This design comes from an exercise in tuning for small area and a short achievable clock period on the open sky130 flow, not from production work.
Where RTL was checked, it was by simulation tests only, not by an equivalence proof against the original.
Power and IR drop assume default switching activity.

## dmem_responder
module dmem_responder #(
    parameter int ADDR_W  = 6,
    parameter int LATENCY = 2
) (
    input  logic        clk,
    input  logic        rst,
    input  logic        memreq,
    input  logic        memwrite,
    input  logic [31:0] dataadr,
    input  logic [31:0] writedata,
    output logic [31:0] readdata,
    output logic        ready,
    output logic        busy,
    output logic        err
);
    localparam int NR = 16;      
    logic busy_q, s1_q, s2_q, rdy_q, err_q;
    logic [31:0] rd_q;
    logic wr_q, mis_q;
    logic [5:0] idx_q;
    logic [31:0] wd_q;
    logic accept;
    assign accept = !busy_q && memreq;
    always_ff @(posedge clk) begin
        if (rst) begin
            busy_q <= 1'b0;
            s1_q <= 1'b0;
            s2_q <= 1'b0;
            rdy_q <= 1'b0;
        end else begin
            busy_q <= accept || s1_q || s2_q;
            s1_q <= accept;
            s2_q <= s1_q;
            rdy_q <= s2_q;
        end
    end
    logic [5:0] idx_n;
    assign idx_n = busy_q ? idx_q : dataadr[7:2];
    always_ff @(posedge clk) begin
        if (!busy_q) begin
  ...
Size in the first run: roughly 2300 flip-flops, roughly 100 I/O pins, roughly 58000 um^2 of cells after synthesis.
==> module dmem_responder, before the edit <==
module dmem_responder #(
    parameter int ADDR_W  = 6,
    parameter int LATENCY = 2
) (
    input  logic        clk,
    input  logic        rst,
    input  logic        memreq,
    input  logic        memwrite,
    input  logic [31:0] dataadr,
    input  logic [31:0] writedata,
    output logic [31:0] readdata,
    output logic        ready,
    output logic        busy,
    output logic        err
);
    localparam int NR = 16;      
    logic busy_q, s1_q, s2_q, rdy_q, err_q;
    logic [31:0] rd_q;
    logic wr_q, mis_q;
    logic [5:0] idx_q;
    logic [31:0] wd_q;
    logic accept;
    assign accept = !busy_q && memreq;
    always_ff @(posedge clk) begin
        if (rst) begin
            busy_q <= 1'b0;
            s1_q <= 1'b0;
            s2_q <= 1'b0;
            rdy_q <= 1'b0;
        end else begin
            busy_q <= accept || s1_q || s2_q;
            s1_q <= accept;
            s2_q <= s1_q;
            rdy_q <= s2_q;
        end
    end
    logic [5:0] idx_n;
    assign idx_n = busy_q ? idx_q : dataadr[7:2];
    always_ff @(posedge clk) begin
        if (!busy_q) begin
            wr_q <= memwrite;
            mis_q <= |dataadr[1:0];
            wd_q <= writedata;
        end
        idx_q <= idx_n;
    end
    logic unused_adr;
    assign unused_adr = ^dataadr[31:8];
    logic [1:0] ph, ph_n;
    assign ph_n = ph + 2'd1;
    always_ff @(posedge clk) ph <= ph_n;
    logic [31:0] wbuf;
    logic [5:0] widx;
    logic [1:0] wpos, ipos_q;
    logic pend;
    logic inj_q;                 
    logic [NR-1:0] rinj_q;       
    logic [NR-1:0] keep_q;       
    logic inj, inj_n;
    logic [3:0] ring_n;
    assign inj = inj_q && pend;
    assign inj_n = (rdy_q ? wr_q && !mis_q : pend && !inj) && (rdy_q ? ipos_q : wpos) == 2'd2;
    assign ring_n = rdy_q ? idx_q[5:2] : widx[5:2];
    always_ff @(posedge clk) begin
        pend <= rdy_q ? wr_q && !mis_q && !rst : pend && !inj;
        if (rdy_q) begin
            wbuf <= wd_q;
            widx <= idx_q;
        end
        wpos <= 2'((rdy_q ? ipos_q : wpos) + 2'd1);
        inj_q <= inj_n;
        for (int r = 0; r < NR; r++) begin
            rinj_q[r] <= inj_n && ring_n == 4'(r);
            keep_q[r] <= !(inj_n && ring_n == 4'(r));
        end
    end
    logic [NR-1:0][31:0] p0, p1, p2, p3;
    always_ff @(posedge clk) begin
        for (int r = 0; r < NR; r++) begin
            p0[r] <= ({32{rinj_q[r] && pend}} & wbuf) | ({32{keep_q[r] || !pend}} & p3[r]);
            p1[r] <= p0[r];
            p2[r] <= p1[r];
            p3[r] <= p2[r];
        end
    end
    logic [1:0] pos_n;
    assign pos_n = 2'(idx_n[1:0] + ph_n);
    logic [2*NR-1:0] seln_q;     
    always_ff @(posedge clk) begin
        ipos_q <= pos_n;
        for (int r = 0; r < NR; r++) begin
            seln_q[2*r] <= !(idx_n[5:2] == 4'(r) && pos_n == 2'd0);
            seln_q[2*r+1] <= !(idx_n[5:2] == 4'(r) && pos_n == 2'd2);
        end
    end
    logic [31:0] tapv, hold_q;
    always_comb begin
        tapv = '1;
        for (int r = 0; r < NR; r++)
            tapv = tapv & ({32{seln_q[2*r]}} | p0[r]) & ({32{seln_q[2*r+1]}} | p2[r]);
    end
    logic use_w_q, use_t_q, use_h_q;
    logic fwd;
    assign fwd = pend && widx == idx_q;
    always_ff @(posedge clk) begin
        use_w_q <= !rst && s1_q && !mis_q && fwd;
        use_t_q <= !rst && s1_q && !mis_q && !fwd && ipos_q[0];
        use_h_q <= !rst && s1_q && !mis_q && !fwd && !ipos_q[0];
        hold_q <= tapv;
        err_q <= !rst && s2_q && mis_q;
        rd_q <= {32{!rst}} & (({32{use_w_q}} & wbuf) | ({32{use_t_q}} & tapv) | ({32{use_h_q}} & hold_q));
    end
    assign ready = rdy_q;
    assign busy = busy_q;
    assign err = err_q;
    assign readdata = rd_q;
endmodule
clock: 5.0 ns
lec_check: 0
cap_margin: 20
core_margin: 2
core_utilization: 40
cts_buf_list: sky130_fd_sc_hd__clkbuf_8 sky130_fd_sc_hd__clkbuf_16
cts_cluster_diameter: 60
cts_cluster_size: 20
setup_slack_margin: 2.8
slew_margin: 20
run.sh (not shown) runs the stock make flow with config.mk's settings and CLKGATE_MAP_FILE= SYNTH_SCRIPT=/design/flow/synth_recipe.tcl, a recipe that flattens the netlist after the stock synthesis.
The starting point produced a clean layout.
Edit:
--- a/flow/design.v
+++ b/flow/design.v
@@ -50,4 +50,6 @@
     assign ph_n = ph + 2'd1;
     always_ff @(posedge clk) ph <= ph_n;
+    logic commit;
+    assign commit = rdy_q && wr_q && !mis_q && !rst;
     logic [31:0] wbuf;
     logic [5:0] widx;
@@ -57,20 +59,18 @@
     logic [NR-1:0] rinj_q;       
     logic [NR-1:0] keep_q;       
-    logic inj, inj_n;
-    logic [3:0] ring_n;
-    assign inj = inj_q && pend;
-    assign inj_n = (rdy_q ? wr_q && !mis_q : pend && !inj) && (rdy_q ? ipos_q : wpos) == 2'd2;
-    assign ring_n = rdy_q ? idx_q[5:2] : widx[5:2];
+    logic pend_n, inj_n;
+    logic [5:0] widx_n;
+    assign pend_n = commit || (pend && !inj_q);
+    assign widx_n = commit ? idx_q : widx;
+    assign inj_n = pend_n && (commit ? ipos_q : wpos) == 2'd2;
     always_ff @(posedge clk) begin
-        pend <= rdy_q ? wr_q && !mis_q && !rst : pend && !inj;
-        if (rdy_q) begin
-            wbuf <= wd_q;
-            widx <= idx_q;
-        end
-        wpos <= 2'((rdy_q ? ipos_q : wpos) + 2'd1);
+        pend <= pend_n;
+        if (commit) wbuf <= wd_q;
+        widx <= widx_n;
+        wpos <= 2'((commit ? ipos_q : wpos) + 2'd1);
         inj_q <= inj_n;
         for (int r = 0; r < NR; r++) begin
-            rinj_q[r] <= inj_n && ring_n == 4'(r);
-            keep_q[r] <= !(inj_n && ring_n == 4'(r));
+            rinj_q[r] <= inj_n && widx_n[5:2] == 4'(r);
+            keep_q[r] <= !(inj_n && widx_n[5:2] == 4'(r));
         end
     end
@@ -78,5 +78,5 @@
     always_ff @(posedge clk) begin
         for (int r = 0; r < NR; r++) begin
-            p0[r] <= ({32{rinj_q[r] && pend}} & wbuf) | ({32{keep_q[r] || !pend}} & p3[r]);
+            p0[r] <= ({32{rinj_q[r]}} & wbuf) | ({32{keep_q[r]}} & p3[r]);
             p1[r] <= p0[r];
             p2[r] <= p1[r];
@@ -102,5 +102,5 @@
     logic use_w_q, use_t_q, use_h_q;
     logic fwd;
-    assign fwd = pend && widx == idx_q;
+    assign fwd = widx == idx_q;
     always_ff @(posedge clk) begin
         use_w_q <= !rst && s1_q && !mis_q && fwd;
@@ -109,5 +109,8 @@
         hold_q <= tapv;
         err_q <= !rst && s2_q && mis_q;
-        rd_q <= {32{!rst}} & (({32{use_w_q}} & wbuf) | ({32{use_t_q}} & tapv) | ({32{use_h_q}} & hold_q));
+        if (rst)
+            rd_q <= '0;
+        else
+            rd_q <= ({32{use_w_q}} & wbuf) | ({32{use_t_q}} & tapv) | ({32{use_h_q}} & hold_q);
     end
     assign ready = rdy_q;
Effect: The changed run passed the timing, design-rule and antenna checks. Cell area fell by 0.78%. Setup slack degrades by 0.025 ns. Total power rose by about 0.7%. Synthesized cell count fell by about 1.3%. Wire length barely changes. Combinational power rose by about 8%. Count of clock-buffer cells in the layout fell by 5. Sequential power rose by about 2%. Critical path depth does not change. Area after synthesis fell by 0.61%. Final cell count fell by 0.96%. Global-route usage fell by 0.22 points. Clock skew hardly moves. Sequential share of layout area rose by 0.55 points.

## the reference run
The RTL this note starts from:
==> flow/design.v <==
module dmem_responder #(
    parameter int ADDR_W  = 6,
    parameter int LATENCY = 2
) (
    input  logic        clk,
    input  logic        rst,
    input  logic        memreq,
    input  logic        memwrite,
    input  logic [31:0] dataadr,
    input  logic [31:0] writedata,
    output logic [31:0] readdata,
    output logic        ready,
    output logic        busy,
    output logic        err
);
    localparam int NR = 16;      
    logic busy_q, s1_q, s2_q, rdy_q, err_q;
    logic busy_o, rdy_o;         
    logic [31:0] rd_q;
    logic wr_q, mis_q;
    logic [5:0] idx_q;
    logic [31:0] wd_q;
    logic accept;
    assign accept = !busy_q && memreq;
    always_ff @(posedge clk) begin
        if (rst) begin
            busy_q <= 1'b0;
            busy_o <= 1'b0;
            s1_q <= 1'b0;
            s2_q <= 1'b0;
            rdy_q <= 1'b0;
            rdy_o <= 1'b0;
        end else begin
            busy_q <= accept || s1_q || s2_q;
            busy_o <= (!busy_o && memreq) || s1_q || s2_q;
            s1_q <= accept;
            s2_q <= s1_q;
            rdy_q <= s2_q;
            rdy_o <= s2_q && busy_o;
        end
    end
    logic [5:0] idx_n;
    assign idx_n = busy_q ? idx_q : dataadr[7:2];
    always_ff @(posedge clk) begin
        if (!busy_q) begin
            wr_q <= memwrite;
            mis_q <= |dataadr[1:0];
            wd_q <= writedata;
        end
        idx_q <= idx_n;
    end
    logic unused_adr;
    assign unused_adr = ^dataadr[31:8];
    logic [1:0] ph, ph_n;
    assign ph_n = ph + 2'd1;
    always_ff @(posedge clk) ph <= ph_n;
    logic [31:0] wbuf;
    logic [5:0] widx;
    logic [1:0] wpos, ipos_q;
    logic pend, commit;
    logic inj_q;                 
    logic [NR-1:0] rinj_q;       
    logic [NR-1:0] keep_q;       
    logic inj_n;
    logic [3:0] ring_n;
    assign commit = rdy_q && wr_q && !mis_q && !rst;
    assign inj_n = (rdy_q ? commit : pend && !inj_q) && (rdy_q ? ipos_q : wpos) == 2'd2;
    assign ring_n = rdy_q ? idx_q[5:2] : widx[5:2];
    always_ff @(posedge clk) begin
        pend <= rdy_q ? commit : pend && !inj_q;
        if (rdy_q) begin
            wbuf <= wd_q;
            widx <= idx_q;
        end
        wpos <= 2'((rdy_q ? ipos_q : wpos) + 2'd1);
        inj_q <= inj_n;
        for (int r = 0; r < NR; r++) begin
            rinj_q[r] <= inj_n && ring_n == 4'(r);
            keep_q[r] <= !(inj_n && ring_n == 4'(r));
        end
    end
    logic [NR-1:0][31:0] p0, p1, p2, p3;
    always_ff @(posedge clk) begin
        for (int r = 0; r < NR; r++) begin
            p0[r] <= ({32{rinj_q[r]}} & wbuf) | ({32{keep_q[r]}} & p3[r]);
            p1[r] <= p0[r];
            p2[r] <= p1[r];
            p3[r] <= p2[r];
        end
    end
    logic [1:0] pos_n;
    assign pos_n = 2'(idx_n[1:0] + ph_n);
    logic [2*NR-1:0] seln_q;     
    always_ff @(posedge clk) begin
        ipos_q <= pos_n;
        for (int r = 0; r < NR; r++) begin
            seln_q[2*r] <= !(idx_n[5:2] == 4'(r) && pos_n == 2'd0);
            seln_q[2*r+1] <= !(idx_n[5:2] == 4'(r) && pos_n == 2'd2);
        end
    end
    logic [31:0] tapv, hold_q;
    always_comb begin
        tapv = '1;
        for (int r = 0; r < NR; r++)
            tapv = tapv & ({32{seln_q[2*r]}} | p0[r]) & ({32{seln_q[2*r+1]}} | p2[r]);
    end
    logic use_w_q, use_t_q, use_h_q;
    logic fwd;
    assign fwd = pend && widx == idx_q;
    always_ff @(posedge clk) begin
        use_w_q <= !rst && s1_q && !mis_q && fwd;
        use_t_q <= !rst && s1_q && !mis_q && !fwd && ipos_q[0];
        use_h_q <= !rst && s1_q && !mis_q && !fwd && !ipos_q[0];
        hold_q <= tapv;
        err_q <= !rst && s2_q && mis_q;
        rd_q <= {32{!rst}} & (({32{use_w_q}} & wbuf) | ({32{use_t_q}} & tapv) | ({32{use_h_q}} & hold_q));
    end
    assign ready = rdy_o;
    assign busy = busy_o;
    assign err = err_q;
    assign readdata = rd_q;
endmodule
export LEC_CHECK = 0
export CAP_MARGIN = 20
export CORE_MARGIN = 2
export CORE_UTILIZATION = 65
export CTS_CLUSTER_DIAMETER = 80
export CTS_CLUSTER_SIZE = 30
export PLACE_DENSITY = 0.75
export SETUP_SLACK_MARGIN = 2.85
export SLEW_MARGIN = 20
create_clock -name core_clock -period 5.0 [get_ports {clk}]
The reference run: flow completed, timing, DRC and antenna clean
The inputs of the trial run differ from those of the reference run as listed below.
diff --git a/flow/design.v b/flow/design.v
--- a/flow/design.v
+++ b/flow/design.v
@@ -15,7 +15,6 @@
 );
     localparam int NR = 16;      
     logic busy_q, s1_q, s2_q, rdy_q, err_q;
-    logic busy_o, rdy_o;         
     logic [31:0] rd_q;
     logic wr_q, mis_q;
     logic [5:0] idx_q;
@@ -25,18 +24,14 @@
     always_ff @(posedge clk) begin
         if (rst) begin
             busy_q <= 1'b0;
-            busy_o <= 1'b0;
             s1_q <= 1'b0;
             s2_q <= 1'b0;
             rdy_q <= 1'b0;
-            rdy_o <= 1'b0;
         end else begin
             busy_q <= accept || s1_q || s2_q;
-            busy_o <= (!busy_o && memreq) || s1_q || s2_q;
             s1_q <= accept;
             s2_q <= s1_q;
             rdy_q <= s2_q;
-            rdy_o <= s2_q && busy_o;
         end
     end
     logic [5:0] idx_n;
@@ -57,17 +52,17 @@
     logic [31:0] wbuf;
     logic [5:0] widx;
     logic [1:0] wpos, ipos_q;
-    logic pend, commit;
+    logic pend;
     logic inj_q;                 
     logic [NR-1:0] rinj_q;       
     logic [NR-1:0] keep_q;       
-    logic inj_n;
+    logic inj, inj_n;
     logic [3:0] ring_n;
-    assign commit = rdy_q && wr_q && !mis_q && !rst;
-    assign inj_n = (rdy_q ? commit : pend && !inj_q) && (rdy_q ? ipos_q : wpos) == 2'd2;
+    assign inj = inj_q && pend;
+    assign inj_n = (rdy_q ? wr_q && !mis_q : pend && !inj) && (rdy_q ? ipos_q : wpos) == 2'd2;
     assign ring_n = rdy_q ? idx_q[5:2] : widx[5:2];
     always_ff @(posedge clk) begin
-        pend <= rdy_q ? commit : pend && !inj_q;
+        pend <= rdy_q ? wr_q && !mis_q && !rst : pend && !inj;
         if (rdy_q) begin
             wbuf <= wd_q;
             widx <= idx_q;
@@ -82,7 +77,7 @@
     logic [NR-1:0][31:0] p0, p1, p2, p3;
     always_ff @(posedge clk) begin
         for (int r = 0; r < NR; r++) begin
-            p0[r] <= ({32{rinj_q[r]}} & wbuf) | ({32{keep_q[r]}} & p3[r]);
+            p0[r] <= ({32{rinj_q[r] && pend}} & wbuf) | ({32{keep_q[r] || !pend}} & p3[r]);
             p1[r] <= p0[r];
             p2[r] <= p1[r];
             p3[r] <= p2[r];
@@ -115,8 +110,8 @@
         err_q <= !rst && s2_q && mis_q;
         rd_q <= {32{!rst}} & (({32{use_w_q}} & wbuf) | ({32{use_t_q}} & tapv) | ({32{use_h_q}} & hold_q));
     end
-    assign ready = rdy_o;
-    assign busy = busy_o;
+    assign ready = rdy_q;
+    assign busy = busy_q;
     assign err = err_q;
     assign readdata = rd_q;
 endmodule
Findings:
The trial run: non-clock buffer count 18 above the reference run. The trial run and the reference run ended up with roughly the same insertion delay of the later-clocked pin in the worst-skew pair. Height of the chip of the reference run is on par with the trial run. As of the trial run, post-place instance area had risen slightly compared to the reference run. The lower area of the placeable core came out of the reference run. Row final-layout non-clock buffer area share: the trial run higher / the reference run lower. Area fraction of clock buffers and clock inverters essentially unchanged between the reference run and the trial run. The arrival time of data at the critical path endpoint of the trial run is lower than that of the reference run.
Only the layout flow was run in the reference run; the RTL was not checked for function there.

afterwards: timing with drivers on the ports:
The results above use ideal ports. As a check the final layouts listed here were re-extracted and re-timed, cells and wires unchanged. Step 1: set_driving_cell puts a clkbuf_16 on clk and a buf_2 on each other input, an assumption about the parent block. Step 2 adds t to the input delays and takes it off the output delays; t is the mean of the earliest and latest rising clock arrival at the registers after step 1. Input paths then give back, and output paths get back, about the clock's delay inside the block. Three values: ideal, step 1, step 2; two values: the first two.
| run | t, ns | slack for setup (ns) | clock arrival spread, ns | worst register clock-pin slew, ns | pins driven straight from the clock port |
|---|---|---|---|---|---|
| the first run of note 1 | 0.853 | 2.693 / 2.613 / 2.083 | 0.037 / 0.037 | 0.08 / 0.08 | 1 |
| the second run of note 1 | 0.847 | 2.668 / 2.593 / 1.913 | 0.034 / 0.035 | 0.08 / 0.08 | 1 |
| the reference run | 0.761 | 2.807 / 2.734 / 2.153 | 0.023 / 0.024 | 0.11 / 0.11 | 1 |
| the trial run | 0.746 | 2.742 / 2.671 / 2.185 | 0.040 / 0.040 | 0.12 / 0.12 | 1 |
After both steps setup and hold are still met in every run listed. The setup slack of the second run of note 1, which loses most, moves by -0.075 ns with the drivers and by -0.755 ns with both steps.
